Background: an optimization exercise with open tools, aiming at small area, a short achievable clock period and few clock cycles per item. Do not read the settings as production practice. Function was checked by simulation only, so behaviour that the tests miss may differ from the original. Power and IR drop assume default switching activity.

--- design/flow/design.v ---
package output_eval_pkg;
	localparam int DATA_W = 12;
	localparam int INT_BITS = 3;
	localparam int FRAC_BITS = DATA_W - INT_BITS - 1;  
	localparam int NEURONS = 4;  
	localparam int IDX_W = 2;  
	localparam int CNT_W = 8;  
	typedef logic signed [DATA_W-1:0] fxp_t;
	typedef fxp_t [NEURONS-1:0] fxp_vec_t;  
	typedef logic signed [2*DATA_W-1:0] product_t;  
	localparam fxp_t FXP_MAX = {1'b0, {(DATA_W-1){1'b1}}};
	localparam fxp_t FXP_MIN = {1'b1, {(DATA_W-1){1'b0}}};
	localparam fxp_t FXP_NEG_ONE = {{(INT_BITS+1){1'b1}}, {FRAC_BITS{1'b0}}};
	typedef struct packed {
		fxp_vec_t act;  
		fxp_vec_t deriv;  
		logic [NEURONS-1:0] label;  
	} sample_t;
	typedef struct packed {
		logic valid;  
		logic [IDX_W-1:0] idx;  
		fxp_t max_val;  
	} class_t;
	typedef struct packed {
		fxp_vec_t delta;  
		logic [IDX_W-1:0] idx;
		logic correct;  
		logic [CNT_W-1:0] count;  
	} result_t;
	localparam int SAMPLE_W = 2 * NEURONS * DATA_W + NEURONS;  
	localparam int RESULT_W = NEURONS * DATA_W + IDX_W + 1 + CNT_W;  
endpackage
`timescale 1ns/1ps
module fxp_mul (
	input logic [11:0] c_i,  
	input logic [11:0] d_i,  
	output logic [15:0] ra_o,  
	output logic [15:0] rb_o,
	output logic c8_o  
);
	logic neg0, one0, two0;
	logic [12:0] pp0;
	logic neg1, one1, two1;
	logic [12:0] pp1;
	logic neg2, one2, two2;
	logic [12:0] pp2;
	logic neg3, one3, two3;
	logic [12:0] pp3;
	logic neg4, one4, two4;
	logic [12:0] pp4;
	logic neg5, one5, two5;
	logic [12:0] pp5;
	logic s0, k0;
	logic s1, k1;
	logic s2, k2;
	logic s3, k3;
	logic s4, k4;
	logic s5, k5;
	logic s6, k6;
	logic s7, k7;
	logic s8, k8;
	logic s9, k9;
	logic s10, k10;
	logic s11, k11;
	logic s12, k12;
	logic s13, k13;
	logic s14, k14;
	logic s15, k15;
	logic s16, k16;
	logic s17, k17;
	logic s18, k18;
	logic s19, k19;
	logic s20, k20;
	logic s21, k21;
	logic s22, k22;
	logic s23, k23;
	logic s24, k24;
	logic s25, k25;
	logic s26, k26;
	logic s27, k27;
	logic s28, k28;
	logic s29, k29;
	logic s30, k30;
	logic s31, k31;
	logic s32, k32;
	logic s33, k33;
	logic s34, k34;
	logic s35, k35;
	logic s36, k36;
	logic s37, k37;
	logic s38, k38;
	logic s39, k39;
	logic s40, k40;
	logic s41, k41;
	logic s42, k42;
	logic s43, k43;
	logic s44, k44;
	logic s45, k45;
	logic s46, k46;
	logic s47, k47;
	logic s48, k48;
	logic s49, k49;
	logic s50, k50;
	logic s51, k51;
	logic s52, k52;
	logic s53, k53;
	logic s54, k54;
	logic s55, k55;
	logic s56, k56;
	logic s57, k57;
	logic s58, k58;
	logic s59, k59;
	logic [7:0] la, lb;
	logic [8:0] lsum;
	assign neg0 = d_i[1];
	assign one0 = d_i[0] ^ 1'b0;
	assign two0 = (d_i[1] & ~d_i[0] & ~1'b0) | (~d_i[1] & d_i[0] & 1'b0);
	assign pp0[0] = ((c_i[0] & one0) | (1'b0 & two0)) ^ neg0;
	assign pp0[1] = ((c_i[1] & one0) | (c_i[0] & two0)) ^ neg0;
	assign pp0[2] = ((c_i[2] & one0) | (c_i[1] & two0)) ^ neg0;
	assign pp0[3] = ((c_i[3] & one0) | (c_i[2] & two0)) ^ neg0;
	assign pp0[4] = ((c_i[4] & one0) | (c_i[3] & two0)) ^ neg0;
	assign pp0[5] = ((c_i[5] & one0) | (c_i[4] & two0)) ^ neg0;
	assign pp0[6] = ((c_i[6] & one0) | (c_i[5] & two0)) ^ neg0;
	assign pp0[7] = ((c_i[7] & one0) | (c_i[6] & two0)) ^ neg0;
	assign pp0[8] = ((c_i[8] & one0) | (c_i[7] & two0)) ^ neg0;
	assign pp0[9] = ((c_i[9] & one0) | (c_i[8] & two0)) ^ neg0;
	assign pp0[10] = ((c_i[10] & one0) | (c_i[9] & two0)) ^ neg0;
	assign pp0[11] = ((c_i[11] & one0) | (c_i[10] & two0)) ^ neg0;
	assign pp0[12] = ((c_i[11] & one0) | (c_i[11] & two0)) ^ neg0;
	assign neg1 = d_i[3];
	assign one1 = d_i[2] ^ d_i[1];
	assign two1 = (d_i[3] & ~d_i[2] & ~d_i[1]) | (~d_i[3] & d_i[2] & d_i[1]);
	assign pp1[0] = ((c_i[0] & one1) | (1'b0 & two1)) ^ neg1;
	assign pp1[1] = ((c_i[1] & one1) | (c_i[0] & two1)) ^ neg1;
	assign pp1[2] = ((c_i[2] & one1) | (c_i[1] & two1)) ^ neg1;
	assign pp1[3] = ((c_i[3] & one1) | (c_i[2] & two1)) ^ neg1;
	assign pp1[4] = ((c_i[4] & one1) | (c_i[3] & two1)) ^ neg1;
	assign pp1[5] = ((c_i[5] & one1) | (c_i[4] & two1)) ^ neg1;
	assign pp1[6] = ((c_i[6] & one1) | (c_i[5] & two1)) ^ neg1;
	assign pp1[7] = ((c_i[7] & one1) | (c_i[6] & two1)) ^ neg1;
	assign pp1[8] = ((c_i[8] & one1) | (c_i[7] & two1)) ^ neg1;
	assign pp1[9] = ((c_i[9] & one1) | (c_i[8] & two1)) ^ neg1;
	assign pp1[10] = ((c_i[10] & one1) | (c_i[9] & two1)) ^ neg1;
	assign pp1[11] = ((c_i[11] & one1) | (c_i[10] & two1)) ^ neg1;
	assign pp1[12] = ((c_i[11] & one1) | (c_i[11] & two1)) ^ neg1;
	assign neg2 = d_i[5];
	assign one2 = d_i[4] ^ d_i[3];
	assign two2 = (d_i[5] & ~d_i[4] & ~d_i[3]) | (~d_i[5] & d_i[4] & d_i[3]);
	assign pp2[0] = ((c_i[0] & one2) | (1'b0 & two2)) ^ neg2;
	assign pp2[1] = ((c_i[1] & one2) | (c_i[0] & two2)) ^ neg2;
	assign pp2[2] = ((c_i[2] & one2) | (c_i[1] & two2)) ^ neg2;
	assign pp2[3] = ((c_i[3] & one2) | (c_i[2] & two2)) ^ neg2;
	assign pp2[4] = ((c_i[4] & one2) | (c_i[3] & two2)) ^ neg2;
	assign pp2[5] = ((c_i[5] & one2) | (c_i[4] & two2)) ^ neg2;
	assign pp2[6] = ((c_i[6] & one2) | (c_i[5] & two2)) ^ neg2;
	assign pp2[7] = ((c_i[7] & one2) | (c_i[6] & two2)) ^ neg2;
	assign pp2[8] = ((c_i[8] & one2) | (c_i[7] & two2)) ^ neg2;
	assign pp2[9] = ((c_i[9] & one2) | (c_i[8] & two2)) ^ neg2;
	assign pp2[10] = ((c_i[10] & one2) | (c_i[9] & two2)) ^ neg2;
	assign pp2[11] = ((c_i[11] & one2) | (c_i[10] & two2)) ^ neg2;
	assign pp2[12] = ((c_i[11] & one2) | (c_i[11] & two2)) ^ neg2;
	assign neg3 = d_i[7];
	assign one3 = d_i[6] ^ d_i[5];
	assign two3 = (d_i[7] & ~d_i[6] & ~d_i[5]) | (~d_i[7] & d_i[6] & d_i[5]);
	assign pp3[0] = ((c_i[0] & one3) | (1'b0 & two3)) ^ neg3;
	assign pp3[1] = ((c_i[1] & one3) | (c_i[0] & two3)) ^ neg3;
	assign pp3[2] = ((c_i[2] & one3) | (c_i[1] & two3)) ^ neg3;
	assign pp3[3] = ((c_i[3] & one3) | (c_i[2] & two3)) ^ neg3;
	assign pp3[4] = ((c_i[4] & one3) | (c_i[3] & two3)) ^ neg3;
	assign pp3[5] = ((c_i[5] & one3) | (c_i[4] & two3)) ^ neg3;
	assign pp3[6] = ((c_i[6] & one3) | (c_i[5] & two3)) ^ neg3;
	assign pp3[7] = ((c_i[7] & one3) | (c_i[6] & two3)) ^ neg3;
	assign pp3[8] = ((c_i[8] & one3) | (c_i[7] & two3)) ^ neg3;
	assign pp3[9] = ((c_i[9] & one3) | (c_i[8] & two3)) ^ neg3;
	assign pp3[10] = ((c_i[10] & one3) | (c_i[9] & two3)) ^ neg3;
	assign pp3[11] = ((c_i[11] & one3) | (c_i[10] & two3)) ^ neg3;
	assign pp3[12] = ((c_i[11] & one3) | (c_i[11] & two3)) ^ neg3;
	assign neg4 = d_i[9];
	assign one4 = d_i[8] ^ d_i[7];
	assign two4 = (d_i[9] & ~d_i[8] & ~d_i[7]) | (~d_i[9] & d_i[8] & d_i[7]);
	assign pp4[0] = ((c_i[0] & one4) | (1'b0 & two4)) ^ neg4;
	assign pp4[1] = ((c_i[1] & one4) | (c_i[0] & two4)) ^ neg4;
	assign pp4[2] = ((c_i[2] & one4) | (c_i[1] & two4)) ^ neg4;
	assign pp4[3] = ((c_i[3] & one4) | (c_i[2] & two4)) ^ neg4;
	assign pp4[4] = ((c_i[4] & one4) | (c_i[3] & two4)) ^ neg4;
	assign pp4[5] = ((c_i[5] & one4) | (c_i[4] & two4)) ^ neg4;
	assign pp4[6] = ((c_i[6] & one4) | (c_i[5] & two4)) ^ neg4;
	assign pp4[7] = ((c_i[7] & one4) | (c_i[6] & two4)) ^ neg4;
	assign pp4[8] = ((c_i[8] & one4) | (c_i[7] & two4)) ^ neg4;
	assign pp4[9] = ((c_i[9] & one4) | (c_i[8] & two4)) ^ neg4;
	assign pp4[10] = ((c_i[10] & one4) | (c_i[9] & two4)) ^ neg4;
	assign pp4[11] = ((c_i[11] & one4) | (c_i[10] & two4)) ^ neg4;
	assign pp4[12] = ((c_i[11] & one4) | (c_i[11] & two4)) ^ neg4;
	assign neg5 = d_i[11];
	assign one5 = d_i[10] ^ d_i[9];
	assign two5 = (d_i[11] & ~d_i[10] & ~d_i[9]) | (~d_i[11] & d_i[10] & d_i[9]);
	assign pp5[0] = ((c_i[0] & one5) | (1'b0 & two5)) ^ neg5;
	assign pp5[1] = ((c_i[1] & one5) | (c_i[0] & two5)) ^ neg5;
	assign pp5[2] = ((c_i[2] & one5) | (c_i[1] & two5)) ^ neg5;
	assign pp5[3] = ((c_i[3] & one5) | (c_i[2] & two5)) ^ neg5;
	assign pp5[4] = ((c_i[4] & one5) | (c_i[3] & two5)) ^ neg5;
	assign pp5[5] = ((c_i[5] & one5) | (c_i[4] & two5)) ^ neg5;
	assign pp5[6] = ((c_i[6] & one5) | (c_i[5] & two5)) ^ neg5;
	assign pp5[7] = ((c_i[7] & one5) | (c_i[6] & two5)) ^ neg5;
	assign pp5[8] = ((c_i[8] & one5) | (c_i[7] & two5)) ^ neg5;
	assign pp5[9] = ((c_i[9] & one5) | (c_i[8] & two5)) ^ neg5;
	assign pp5[10] = ((c_i[10] & one5) | (c_i[9] & two5)) ^ neg5;
	assign pp5[11] = ((c_i[11] & one5) | (c_i[10] & two5)) ^ neg5;
	assign pp5[12] = ((c_i[11] & one5) | (c_i[11] & two5)) ^ neg5;
	assign s0 = pp0[10] ^ pp1[8];
	assign k0 = pp0[10] & pp1[8];
	assign s1 = pp0[11] ^ pp1[9];
	assign k1 = pp0[11] & pp1[9];
	assign s2 = ~pp0[12] ^ pp1[10] ^ pp2[8];
	assign k2 = (~pp0[12] & pp1[10]) | (pp2[8] & (~pp0[12] ^ pp1[10]));
	assign s3 = pp1[11] ^ pp2[9];
	assign k3 = pp1[11] & pp2[9];
	assign s4 = pp0[6] ^ pp1[4];
	assign k4 = pp0[6] & pp1[4];
	assign s5 = pp0[7] ^ pp1[5] ^ pp2[3];
	assign k5 = (pp0[7] & pp1[5]) | (pp2[3] & (pp0[7] ^ pp1[5]));
	assign s6 = pp0[8] ^ pp1[6] ^ pp2[4];
	assign k6 = (pp0[8] & pp1[6]) | (pp2[4] & (pp0[8] ^ pp1[6]));
	assign s7 = pp3[2] ^ pp4[0];
	assign k7 = pp3[2] & pp4[0];
	assign s8 = pp0[9] ^ pp1[7] ^ pp2[5];
	assign k8 = (pp0[9] & pp1[7]) | (pp2[5] & (pp0[9] ^ pp1[7]));
	assign s9 = pp3[3] ^ pp4[1];
	assign k9 = pp3[3] & pp4[1];
	assign s10 = pp2[6] ^ pp3[4] ^ pp4[2];
	assign k10 = (pp2[6] & pp3[4]) | (pp4[2] & (pp2[6] ^ pp3[4]));
	assign s11 = pp5[0] ^ neg5 ^ s0;
	assign k11 = (pp5[0] & neg5) | (s0 & (pp5[0] ^ neg5));
	assign s12 = pp2[7] ^ pp3[5] ^ pp4[3];
	assign k12 = (pp2[7] & pp3[5]) | (pp4[3] & (pp2[7] ^ pp3[5]));
	assign s13 = pp5[1] ^ s1 ^ k0;
	assign k13 = (pp5[1] & s1) | (k0 & (pp5[1] ^ s1));
	assign s14 = pp3[6] ^ pp4[4] ^ pp5[2];
	assign k14 = (pp3[6] & pp4[4]) | (pp5[2] & (pp3[6] ^ pp4[4]));
	assign s15 = 1'b1 ^ s2 ^ k1;
	assign k15 = (1'b1 & s2) | (k1 & (1'b1 ^ s2));
	assign s16 = pp3[7] ^ pp4[5] ^ pp5[3];
	assign k16 = (pp3[7] & pp4[5]) | (pp5[3] & (pp3[7] ^ pp4[5]));
	assign s17 = 1'b1 ^ s3 ^ k2;
	assign k17 = (1'b1 & s3) | (k2 & (1'b1 ^ s3));
	assign s18 = ~pp1[12] ^ pp2[10] ^ pp3[8];
	assign k18 = (~pp1[12] & pp2[10]) | (pp3[8] & (~pp1[12] ^ pp2[10]));
	assign s19 = pp4[6] ^ pp5[4] ^ k3;
	assign k19 = (pp4[6] & pp5[4]) | (k3 & (pp4[6] ^ pp5[4]));
	assign s20 = pp2[11] ^ pp3[9] ^ pp4[7];
	assign k20 = (pp2[11] & pp3[9]) | (pp4[7] & (pp2[11] ^ pp3[9]));
	assign s21 = pp5[5] ^ 1'b1;
	assign k21 = pp5[5] & 1'b1;
	assign s22 = ~pp2[12] ^ pp3[10] ^ pp4[8];
	assign k22 = (~pp2[12] & pp3[10]) | (pp4[8] & (~pp2[12] ^ pp3[10]));
	assign s23 = pp3[11] ^ pp4[9];
	assign k23 = pp3[11] & pp4[9];
	assign s24 = pp0[4] ^ pp1[2];
	assign k24 = pp0[4] & pp1[2];
	assign s25 = pp0[5] ^ pp1[3];
	assign k25 = pp0[5] & pp1[3];
	assign s26 = pp2[2] ^ pp3[0] ^ neg3;
	assign k26 = (pp2[2] & pp3[0]) | (neg3 & (pp2[2] ^ pp3[0]));
	assign s27 = pp3[1] ^ 1'b1 ^ s5;
	assign k27 = (pp3[1] & 1'b1) | (s5 & (pp3[1] ^ 1'b1));
	assign s28 = neg4 ^ s6 ^ s7;
	assign k28 = (neg4 & s6) | (s7 & (neg4 ^ s6));
	assign s29 = s8 ^ s9 ^ k6;
	assign k29 = (s8 & s9) | (k6 & (s8 ^ s9));
	assign s30 = s10 ^ s11 ^ k8;
	assign k30 = (s10 & s11) | (k8 & (s10 ^ s11));
	assign s31 = s12 ^ s13 ^ k10;
	assign k31 = (s12 & s13) | (k10 & (s12 ^ s13));
	assign s32 = s14 ^ s15 ^ k12;
	assign k32 = (s14 & s15) | (k12 & (s14 ^ s15));
	assign s33 = s16 ^ s17 ^ k14;
	assign k33 = (s16 & s17) | (k14 & (s16 ^ s17));
	assign s34 = s18 ^ s19 ^ k16;
	assign k34 = (s18 & s19) | (k16 & (s18 ^ s19));
	assign s35 = s20 ^ s21 ^ k18;
	assign k35 = (s20 & s21) | (k18 & (s20 ^ s21));
	assign s36 = pp5[6] ^ s22 ^ k20;
	assign k36 = (pp5[6] & s22) | (k20 & (pp5[6] ^ s22));
	assign s37 = pp5[7] ^ 1'b1 ^ s23;
	assign k37 = (pp5[7] & 1'b1) | (s23 & (pp5[7] ^ 1'b1));
	assign s38 = ~pp3[12] ^ pp4[10] ^ pp5[8];
	assign k38 = (~pp3[12] & pp4[10]) | (pp5[8] & (~pp3[12] ^ pp4[10]));
	assign s39 = pp4[11] ^ pp5[9];
	assign k39 = pp4[11] & pp5[9];
	assign s40 = pp0[2] ^ pp1[0];
	assign k40 = pp0[2] & pp1[0];
	assign s41 = pp0[3] ^ pp1[1];
	assign k41 = pp0[3] & pp1[1];
	assign s42 = pp2[0] ^ neg2 ^ s24;
	assign k42 = (pp2[0] & neg2) | (s24 & (pp2[0] ^ neg2));
	assign s43 = pp2[1] ^ s25 ^ k24;
	assign k43 = (pp2[1] & s25) | (k24 & (pp2[1] ^ s25));
	assign s44 = s4 ^ s26 ^ k25;
	assign k44 = (s4 & s26) | (k25 & (s4 ^ s26));
	assign s45 = k4 ^ s27 ^ k26;
	assign k45 = (k4 & s27) | (k26 & (k4 ^ s27));
	assign s46 = k5 ^ s28 ^ k27;
	assign k46 = (k5 & s28) | (k27 & (k5 ^ s28));
	assign s47 = k7 ^ s29 ^ k28;
	assign k47 = (k7 & s29) | (k28 & (k7 ^ s29));
	assign s48 = k9 ^ s30 ^ k29;
	assign k48 = (k9 & s30) | (k29 & (k9 ^ s30));
	assign s49 = k11 ^ s31 ^ k30;
	assign k49 = (k11 & s31) | (k30 & (k11 ^ s31));
	assign s50 = k13 ^ s32 ^ k31;
	assign k50 = (k13 & s32) | (k31 & (k13 ^ s32));
	assign s51 = k15 ^ s33 ^ k32;
	assign k51 = (k15 & s33) | (k32 & (k15 ^ s33));
	assign s52 = k17 ^ s34 ^ k33;
	assign k52 = (k17 & s34) | (k33 & (k17 ^ s34));
	assign s53 = k19 ^ s35 ^ k34;
	assign k53 = (k19 & s35) | (k34 & (k19 ^ s35));
	assign s54 = k21 ^ s36 ^ k35;
	assign k54 = (k21 & s36) | (k35 & (k21 ^ s36));
	assign s55 = k22 ^ s37 ^ k36;
	assign k55 = (k22 & s37) | (k36 & (k22 ^ s37));
	assign s56 = k23 ^ s38 ^ k37;
	assign k56 = (k23 & s38) | (k37 & (k23 ^ s38));
	assign s57 = 1'b1 ^ s39 ^ k38;
	assign k57 = (1'b1 & s39) | (k38 & (1'b1 ^ s39));
	assign s58 = ~pp4[12] ^ pp5[10] ^ k39;
	assign k58 = (~pp4[12] & pp5[10]) | (k39 & (~pp4[12] ^ pp5[10]));
	assign s59 = pp5[11] ^ 1'b1;
	assign k59 = pp5[11] & 1'b1;
	assign la[0] = pp0[0];
	assign lb[0] = neg0;
	assign la[1] = pp0[1];
	assign lb[1] = 1'b0;
	assign la[2] = neg1;
	assign lb[2] = s40;
	assign la[3] = s41;
	assign lb[3] = k40;
	assign la[4] = s42;
	assign lb[4] = k41;
	assign la[5] = s43;
	assign lb[5] = k42;
	assign la[6] = s44;
	assign lb[6] = k43;
	assign la[7] = s45;
	assign lb[7] = k44;
	assign ra_o[0] = s46;
	assign rb_o[0] = k45;
	assign ra_o[1] = s47;
	assign rb_o[1] = k46;
	assign ra_o[2] = s48;
	assign rb_o[2] = k47;
	assign ra_o[3] = s49;
	assign rb_o[3] = k48;
	assign ra_o[4] = s50;
	assign rb_o[4] = k49;
	assign ra_o[5] = s51;
	assign rb_o[5] = k50;
	assign ra_o[6] = s52;
	assign rb_o[6] = k51;
	assign ra_o[7] = s53;
	assign rb_o[7] = k52;
	assign ra_o[8] = s54;
	assign rb_o[8] = k53;
	assign ra_o[9] = s55;
	assign rb_o[9] = k54;
	assign ra_o[10] = s56;
	assign rb_o[10] = k55;
	assign ra_o[11] = s57;
	assign rb_o[11] = k56;
	assign ra_o[12] = s58;
	assign rb_o[12] = k57;
	assign ra_o[13] = s59;
	assign rb_o[13] = k58;
	assign ra_o[14] = ~pp5[12];
	assign rb_o[14] = k59;
	assign ra_o[15] = 1'b1;
	assign rb_o[15] = 1'b0;
	assign lsum = la + lb;
	assign c8_o = lsum[8];  
endmodule
module fxp_mul_round (
	input logic [15:0] ra_i,
	input logic [15:0] rb_i,
	input logic c8_i,
	output logic [11:0] p_o
);
	logic [15:0] q;
	assign q = ra_i + rb_i + {15'd0, c8_i};
	assign p_o = (q[15:11] == 5'b00000 || q[15:11] == 5'b11111) ? q[11:0] :
		(q[15] ? 12'h800 : 12'h7ff);
endmodule
`timescale 1ns/1ps
module output_eval_top (
	input logic clk,
	input logic reset,
	input logic wb_cyc_i,
	input logic wb_stb_i,
	input logic wb_we_i,
	input logic [99:0] wb_dat_i,
	output logic [58:0] wb_dat_o,
	output logic wb_ack_o
);
	logic wr;  
	logic rd;  
	logic held_q;  
	logic [7:0] count_q;
	logic [1:0] idx_q;
	logic correct_q;
	logic [63:0] ra_q;  
	logic [63:0] rb_q;
	logic [3:0] c8_q;  
	logic [47:0] cost;  
	logic [63:0] ra_d;
	logic [63:0] rb_d;
	logic [3:0] c8_d;
	logic [47:0] delta;
	logic [1:0] idx_d;
	logic hit;
	assign wr = wb_cyc_i && wb_stb_i && wb_we_i;
	assign rd = wb_cyc_i && wb_stb_i && !wb_we_i && held_q;
	assign wb_ack_o = wr || rd;
	for (genvar g = 0; g < 4; g++) begin : g_neuron
		logic [11:0] a;
		logic y;
		logic sat;
		logic [3:0] hi;
		assign a = wb_dat_i[52 + 12*g +: 12];
		assign y = wb_dat_i[g];
		assign sat = y && (a[11:8] == 4'b1000);
		assign hi = a[11:8] - {3'b000, y};
		assign cost[12*g +: 12] = sat ? 12'h800 : {hi, a[7:0]};
		fxp_mul u_mul (
			.c_i(cost[12*g +: 12]),
			.d_i(wb_dat_i[4 + 12*g +: 12]),
			.ra_o(ra_d[16*g +: 16]),
			.rb_o(rb_d[16*g +: 16]),
			.c8_o(c8_d[g])
		);
		fxp_mul_round u_round (
			.ra_i(ra_q[16*g +: 16]),
			.rb_i(rb_q[16*g +: 16]),
			.c8_i(c8_q[g]),
			.p_o(delta[12*g +: 12])
		);
	end
	logic signed [11:0] a0, a1, a2, a3, m01, m23;
	logic [1:0] i01, i23;
	assign a0 = wb_dat_i[52 +: 12];
	assign a1 = wb_dat_i[64 +: 12];
	assign a2 = wb_dat_i[76 +: 12];
	assign a3 = wb_dat_i[88 +: 12];
	assign i01 = (a1 > a0) ? 2'd1 : 2'd0;
	assign m01 = (a1 > a0) ? a1 : a0;
	assign i23 = (a3 > a2) ? 2'd3 : 2'd2;
	assign m23 = (a3 > a2) ? a3 : a2;
	assign idx_d = (m23 > m01) ? i23 : i01;
	assign hit = wb_dat_i[idx_d];
	always_ff @(posedge clk or posedge reset) begin
		if (reset) begin
			held_q <= 1'b0;
			count_q <= '0;
		end else if (wr) begin
			held_q <= 1'b1;
			count_q <= count_q + {7'd0, hit};
		end
	end
	always_ff @(posedge clk) begin
		if (wr) begin
			ra_q <= ra_d;
			rb_q <= rb_d;
			c8_q <= c8_d;
			idx_q <= idx_d;
			correct_q <= hit;
		end
	end
	assign wb_dat_o = {delta, idx_q, correct_q, count_q};
endmodule
--- design/flow/run.sh ---
#!/bin/bash
# synth_recipe.tcl (not shown) runs the flow's synth.tcl, then flattens the netlist and writes it again
# the make line also repeats each setting of config.mk as NAME=value (left out here)
make -C /OpenROAD-flow-scripts/flow DESIGN_CONFIG=/design/flow/config.mk WORK_HOME=/design/flow/orfs CLKGATE_MAP_FILE= SYNTH_SCRIPT=/design/flow/synth_recipe.tcl finish
--- design/flow/config.mk ---
export PLATFORM = sky130hd
export DESIGN_NAME = output_eval_top
export DESIGN_NICKNAME = output_eval_top
export VERILOG_FILES = /design/flow/design.v
export SDC_FILE = /design/flow/constraint.sdc
export NUM_CORES = 4
export LEC_CHECK = 0
export CAP_MARGIN = 20
export CORE_MARGIN = 2
export CORE_UTILIZATION = 40
export SLEW_MARGIN = 20
--- design/flow/constraint.sdc ---
create_clock -name core_clock -period 7.5 [get_ports {clk}]
set_input_delay 1.5000 -clock core_clock [delete_from_list [all_inputs] [get_ports {clk}]]
set_output_delay 1.5000 -clock core_clock [all_outputs]
set_load 0.01 [all_outputs]
==> summary.txt, run 1 <==
Outcome
  • Status: finished clean

Synth
  • Post-Synthesis Cells: 3886
  • Synth warn: 1
  • Synth top area cells: edfxtp_1, fa_1, ha_1
  • Synth Area in Adders: 26.4%
  • Distinct cells, synth: 66
  • Post-synth top cells: nand2_1, o21ai_0, a21oi_1
  • Multiplexer share of the synthesized area: 1.14%
  • Largest area contributor in the synthesized netlist: edfxtp_1
  • Register area share after synthesis: 14.7%
  • Post-synthesis xor/xnor area fraction: 4.42%
  • Post-synth ARST share: 6.62%
  • Synth Area in Compound Gates: 26.8%
  • Cell with the most instances after synthesis: nand2_1
  • Ys flop type: edfxtp_1
  • Post-synthesis instance area: 27500 µm²
  • Number of synthesized register bits: 136
  • Largest family of logic cells by synthesized area: compound AO/OA/AOI/OAI gates
  • Syn_area_per_cell: 7.08 µm²
  • EDFF count, synth: 127
  • Simple-Gate Fraction of Synth Area: 17.7%
  • Syn nets: 4345
  • Post-synth top area share: 13.9%

Clock network
  • CTS H-Tree Depth: 4
  • Postcts setup bufs: 0
  • CTS root buffer: clkbuf_16
  • Clock sink total: 136
  • Max clock buf depth: 2
  • CTS tree: yes
  • Num CTS Buffers: 17
  • Clock latency on the worst-skew pair: 0.47 ns
  • CTS resizes: 0
  • Hold buffer count at CTS: 0
  • Clock slew at the register clock pins of the worst setup and hold paths: 0.07 ns

Floorplanning
  • Die Y: 266 µm
  • Core area: 68300 µm²
  • I/O pin cnt: 165
  • Die area: 70900 µm²
  • Die Width: 266 µm
  • Site Rows: 96
  • Initial Utilization: 40.3%

STA
  • Ratio of final minimum period to clock period: 85.6%
  • RSZ-0062 raised after global routing: no
  • Slew Limit Fails: 0
  • Worst Max-Slew Pin Slew: 1.09 ns
  • Final setup fails: 0
  • Slew headroom: 27.0%
  • Hold Fails Final Rpt: 0
  • Fmax: 156 MHz
  • Final Skew: 0.00121 ns
  • Final setup margin: 1.08 ns
  • Final setup TNS: 0 ns
  • Period minus WS final: 6.42 ns

Setup path
  • Critical Path AT: 6.78 ns
  • CP Buf/Inv Count: 2
  • Family with the most delay on the worst path: compound AO/OA/AOI/OAI gates
  • Critical path class: primary input to flop
  • Crit-path slowest cell: o221a_2
  • Worst path cell trace: clkdlybuf4s50_1 -> inv_1 -> ha_1 -> nand4_1 -> or2_2 -> o221ai_1 -> o221a_2 -> mux2i_1 -> ha_1 -> nor2b_1 -> o21a_1 -> o21ai_0 -> nand2b_1 -> a211oi_1 -> mux2i_1 -> a21oi_1 -> mux2i_1 -> ha_1 -> nand3_1 -> nor2_1 -> nand3_1 -> xnor2_1
  • Crit Path Max Fanout: 14
  • Worst Path Required: 7.85 ns
  • Delay of the slowest critical-path stage: 0.58 ns
  • Crit end category: flop
  • Startpoint Class: primary input

GRT
  • Initial antenna violation count: 6
  • Total GRT Usage: 21.5%
  • First-pass GRT wire length: 124000 µm
  • Vias in the first global route: 23202
  • GR Overflow Total: 0
  • Largest net degree at the start of global routing: 79

Layout
  • Non-filler cells in the finished layout: 4655
  • Final Core Density: 43.7%
  • Share of cells above drive strength 1: 4.67%
  • Final net count: 4219
  • Area delta synth->final: 8.59%

Detailed routing
  • DRT Pass-1 Iters: 5
  • ANT nets after route: 0
  • DR vias: 26222
  • Final wirelength: 77700 µm
  • Vias per cell: 5.63
  • Wirelength per Cell: 16.7 µm
  • # DRC: 0
  • 1st-iter DRT viols: 2057

Power and ir drop
  • Peak supply drop: 0.000119 V
  • Leak Pwr: 12.1 nW
  • Total power: 5.58 mW
  • P per Cell Area: 187 nW/µm²

Place
  • Placed Cells: 4623
  • IO Port Bufs: 164
  • DP Worst Slack: 0.710 ns
  • Routability cong.: 0.866
  • Hpwl dp: 57100 µm

Worst hold path
  • HP Class: flop to flop

Flow run
  • Max-Cap Viols: 0
==> path summary, 6_finish.rpt <==
path | start | to | slack [ns] | depth (start not counted)
min in group asynchronous | reset | held_q$_DFFE_PP0P_ | 1.34 | 2
max reg2reg | count_q[0]$_DFFE_PP0P_ | count_q[5]$_DFFE_PP0P_ | 6.11 | 5
min | held_q$_DFFE_PP0P_ | held_q$_DFFE_PP0P_ | 0.47 | 1
max | wb_dat_i[57] | count_q[5]$_DFFE_PP0P_ | 1.08 | 22
min reg2reg | held_q$_DFFE_PP0P_ | held_q$_DFFE_PP0P_ | 0.47 | 1
max in group asynchronous | reset | count_q[5]$_DFFE_PP0P_ | 5.81 | 2
==> metal layers <==
| metal | track usage [%] | share of wire (%) | vias up |
|---|---|---|---|
| met5 | 0 | 0.076 | - |
| met4 | 4.68 | 1.6 | 10 |
| met3 | 3.58 | 5.5 | 76 |
| met2 | 34.8 | 46 | 570 |
| met1 | 30.0 | 47 | 12293 |
| li1 | - | - | 13273 |
==> metrics by stage <==
stage               hold slack, ns  area, µm²
global route                 0.482      29900
finish                       0.473      29900
global placement             0.459      29300
detailed placement           0.456      29300
floorplan                    0.436      27500
CTS                          0.478      29900
==> report_power, final <==
part | internal, mW | switching, mW
registers | 1.11 | 0.0543
logic | 1.51 | 1.99
clock network | 0.556 | 0.356
==> flip-flops by register name (all words and copies together) (netlist names) <==
register               cells
g_neuron.u_round.ra_i     60
g_neuron.u_round.rb_i     60
count_q                    8
c8_q                       4
idx_q                      2
correct_q                  1
held_q                     1
==> layout by cell type, fill, tap and decap left out, types with 127 or more instances in the layout <==
master | Yosys | routed
nor2_1 | 367 | 367
a21oi_1 | 390 | 388
fa_1 | 160 | 160
inv_1 | 249 | 248
o21ai_0 | 396 | 394
ha_1 | 194 | 194
maj3_1 | 163 | 163
edfxtp_1 | 127 | 127
nand2_1 | 629 | 629
clkdlybuf4s50_1 | 0 | 136
==> layout make-up <==
type	count	area (µm²)
fill	7049	38500
multi-input combinational	3110	21100
clock buffer	17	425
inverter	251	947
tap	882	1100
sequential	136	4040
clock inverter	14	198
antenna	1	2.50
timing repair buffer	244	2100
==> cells by family after synthesis <==
logic type,Yosys count
AO/OA/AOI/OAI,1241
XOR/XNOR,139
adder cells (fa/ha/maj),517
buffers and inverters,640
flip-flops,136
multiplexers,30
AND/OR/NAND/NOR,1183
Testbench counts, summed over its fixed seeds: cycles 6,400, items 3,200.
==> run 2: changes to the inputs <==
--- a/design/flow/config.mk
+++ b/design/flow/config.mk
@@ -6,4 +6,5 @@
 export NUM_CORES = 4
 export LEC_CHECK = 0
+export ABC_AREA = 1
 export CAP_MARGIN = 20
 export CORE_MARGIN = 2
==> run 2 against run 1 <==
Flip-flop and latch count unchanged. Setup slack better by 0.29 ns. Maximum frequency up 4.7%. Global-route usage down 1.1 points. Power up 5.2%. Critical path depth up 9. Die area down 24%. Core utilization up 1.9 points. Design area down 22%. Clock power down 1%. Critical path type unchanged. Critical endpoint is now count_q[6]$_DFFE_PP0P_. Largest cell class unchanged. Largest power group unchanged.
==> summary.txt, run 2 <==
Detailed routing
  • Highest metal used: met5
  • Vias per cell: 5.17
  • WL met2: 25500 µm
  • DRT Pass-1 Iters: 6
  • Final wirelength: 54600 µm
  • # DRC: 0
  • WL met1: 24400 µm
  • DR vias: 17518
  • 1st-iter DRT viols: 1256
  • Wirelength per Cell: 16.1 µm
  • DR WL met3: 3090 µm
  • ANT nets after route: 0

Synth
  • Post-Synthesis Cells: 2618
  • Post-synthesis instance area: 20700 µm²
  • Syn_area_per_cell: 7.92 µm²
  • Largest family of logic cells by synthesized area: adder cells
  • Post-synthesis xor/xnor area fraction: 14.1%
  • Simple-Gate Fraction of Synth Area: 15.4%
  • Syn nets: 3077
  • Ys flop type: edfxtp_1
  • Synth warn: 1
  • Synth top area cells: edfxtp_1, fa_1, xor2_1
  • Register area share after synthesis: 19.5%
  • Number of synthesized register bits: 136
  • Distinct cells, synth: 49
  • Largest area contributor in the synthesized netlist: edfxtp_1
  • Multiplexer share of the synthesized area: 0.193%
  • Post-synth ARST share: 6.62%
  • Post-synth top area share: 18.4%
  • Cell with the most instances after synthesis: nand2_1
  • Synth Area in Compound Gates: 12.8%
  • EDFF count, synth: 127
  • Post-synth top cells: nand2_1, inv_1, xor2_1
  • Synth Area in Adders: 27.1%

Worst hold path
  • Hold depth: 2
  • HP Class: flop to flop

STA
  • Slew Limit Fails: 0
  • Fmax: 163 MHz
  • Worst hold slack: 0.459 ns
  • RSZ-0062 raised after global routing: no
  • Hold Fails Final Rpt: 0
  • Slew headroom: 43.8%
  • Final setup fails: 0
  • Ratio of final minimum period to clock period: 81.8%
  • Period minus WS final: 6.13 ns
  • Final Skew: 0.000358 ns
  • Final setup TNS: 0 ns
  • Worst Max-Slew Pin Slew: 0.843 ns

Clock network
  • Clock latency on the worst-skew pair: 0.45 ns
  • Clock slew at the register clock pins of the worst setup and hold paths: 0.06 ns
  • Max clock buf depth: 2
  • CTS tree: yes
  • Postcts setup bufs: 0
  • Hold buffer count at CTS: 0
  • CTS H-Tree Depth: 4
  • Clock sink total: 136
  • CTS root buffer: clkbuf_16
  • Num CTS Buffers: 17
  • CTS resizes: 0

Layout
  • Area delta synth->final: 12.9%
  • Final net count: 3151
  • Commonest non-fill, non-tap cell in the layout: nand2_1
  • Share of cells above drive strength 1: 3.11%
  • Commonest cells after routing, fill and taps aside: nand2_1, inv_1, xor2_1
  • Fillers: 5046

Setup path
  • Critical Path AT: 6.47 ns
  • Cell mode on critical path: nand2_1
  • Crit-path slowest cell: o21ai_0
  • Crit Path Max Fanout: 26
  • Startpoint Class: primary input
  • Crit end category: flop
  • Worst R2R Path Depth: 8
  • Worst Path Required: 7.84 ns
  • Critical path class: primary input to flop
  • Delay of the slowest critical-path stage: 0.59 ns

GRT
  • First-pass GRT wire length: 87900 µm
  • GR Overflow Total: 0
  • Total GRT Usage: 20.4%
  • Largest net degree at the start of global routing: 69
  • Initial antenna violation count: 6
  • Vias in the first global route: 17073

Floorplanning
  • Die Y: 232 µm
  • I/O pin cnt: 165
  • Die Width: 232 µm
  • Site Rows: 83
  • Core area: 51300 µm²
  • Die area: 53700 µm²
  • Initial Utilization: 40.4%

Flow run
  • Max-Cap Viols: 0

Place
  • Routability cong.: 0.891
  • Hpwl dp: 44400 µm
  • IO Port Bufs: 164

Power and ir drop
  • Leak Pwr: 11.3 nW
  • P per Cell Area: 251 nW/µm²
  • Peak supply drop: 0.000178 V

Outcome
  • Status: finished clean
-- run 2: cell types whose count changed after synthesis, moves of 48 or more --
cell / previous run / this run
a21oi_1: 390 / 81
buf_2: 8 / 67
clkbuf_1: 330 / 39
inv_1: 249 / 412
maj3_1: 163 / 0
nand2_1: 629 / 508
nor2_1: 367 / 154
o211ai_1: 53 / 5
o21ai_0: 396 / 99
o221ai_1: 74 / 0
o22ai_1: 110 / 228
xnor2_1: 94 / 18
xor2_1: 45 / 315
-- run 2: cells by family (layout without fill, tap and decap cells) --
| logic type | after synthesis | in the layout |
|---|---|---|
| compound gates | 450 | 450 |
| xor+xnor | 333 | 333 |
| fa+ha+maj | 354 | 354 |
| buf+inv | 559 | 646 |
| flops | 136 | 136 |
| mux | 4 | 4 |
| other cells | 0 | 6 |
| simple gates | 782 | 782 |
-- run 2: path summary, 6_finish.rpt --
path | endpoint | slack, ns | startpoint
worst max-delay path | count_q[6]$_DFFE_PP0P_ | 1.37 | wb_dat_i[63]
worst min-delay path | held_q$_DFFE_PP0P_ | 0.46 | held_q$_DFFE_PP0P_
worst max register to register | count_q[6]$_DFFE_PP0P_ | 6.05 | count_q[0]$_DFFE_PP0P_
worst min register to register | held_q$_DFFE_PP0P_ | 0.46 | held_q$_DFFE_PP0P_
max in group asynchronous | count_q[1]$_DFFE_PP0P_ | 5.95 | reset
min in group asynchronous | held_q$_DFFE_PP0P_ | 1.31 | reset
-- run 2: layout make-up --
cell class	instances	area (µm²)	area share, %
Clock inverter	5	37.5	0.160
Inverter	431	1620	6.91
Tap cell	680	851	3.64
Sequential cell	136	4040	17.3
Antenna cell	6	15.0	0.0642
Clock buffer	27	622	2.66
Multi-Input combinational cell	1923	14400	61.7
Timing Repair Buffer	183	1780	7.62
-- run 2: power by group --
group	internal [mW]	switching [mW]	total, mW
clock network	0.571	0.329	0.900
registers	1.18	0.0515	1.23
logic	1.57	2.17	3.74
total	3.32	2.55	5.87
-- run 2: metal layers --
| layer | GRT usage [%] | vias up |
|---|---|---|
| met3 | 2.91 | 86 |
| met4 | 8.09 | 4 |
| met5 | 0 | - |
| met2 | 33.7 | 516 |
| li1 | - | 8702 |
| met1 | 26.9 | 8210 |
-- run 2: stage by stage --
| step | power (mW) | worst slack [ns] | std cells | area [µm²] | util (%) |
|---|---|---|---|---|---|
| 2_1_floorplan | 3.92 | 1.31 | 2618 | 20700 | - |
| 3_3_place_gp | 4.92 | 1.12 | 3353 | 22700 | 44.3 |
| 3_5_place_dp | 5.00 | 0.987 | 3353 | 22700 | 44.3 |
| 4_1_cts | 5.95 | 1.48 | 3385 | 23400 | 45.6 |
| 5_1_grt | 6.53 | 0.866 | 3388 | 23400 | 45.6 |
| 6_report | 5.87 | 1.37 | 3391 | 23400 | 45.6 |
-- run 2: critical path, delay by kind of cell --
family | cells | cell delay (ns)
adder cells (fa/ha/maj) | 4 | 1.04
AO/OA/AOI/OAI | 2 | 0.66
buffers and inverters | 4 | 0.84
XOR/XNOR | 1 | 0.12
AND/OR/NAND/NOR | 20 | 2.31

-- what the ideal ports hide --
Ports are ideal in the flow. The routed layouts listed here were re-timed in OpenROAD. Step 1: set_driving_cell puts a clkbuf_16 on clk and a buf_2 on each other input, an assumption about the parent block. Step 2 adds t to the input delays and takes it off the output delays; t is the mean of the earliest and latest rising clock arrival at the registers after step 1. Input paths then give back, and output paths get back, about the clock's delay inside the block. Three values: ideal ports, drivers, drivers and shift; two values: the first two.
| run | shift t [ns] | setup slack, ns | hold slack, ns | worst setup path after step 2 |
|---|---|---|---|---|
| run 1 | 0.518 | 1.078 / 1.101 / 0.583 | 0.473 / 0.473 / 0.473 | input to register |
| run 2 | 0.502 | 1.368 / 1.397 / 0.895 | 0.459 / 0.459 / 0.459 | input to register |
After both steps setup and hold are still met in every run listed. For run 1, which loses most, drivers alone change the setup slack by +0.023 ns; drivers and shift together by -0.495 ns.
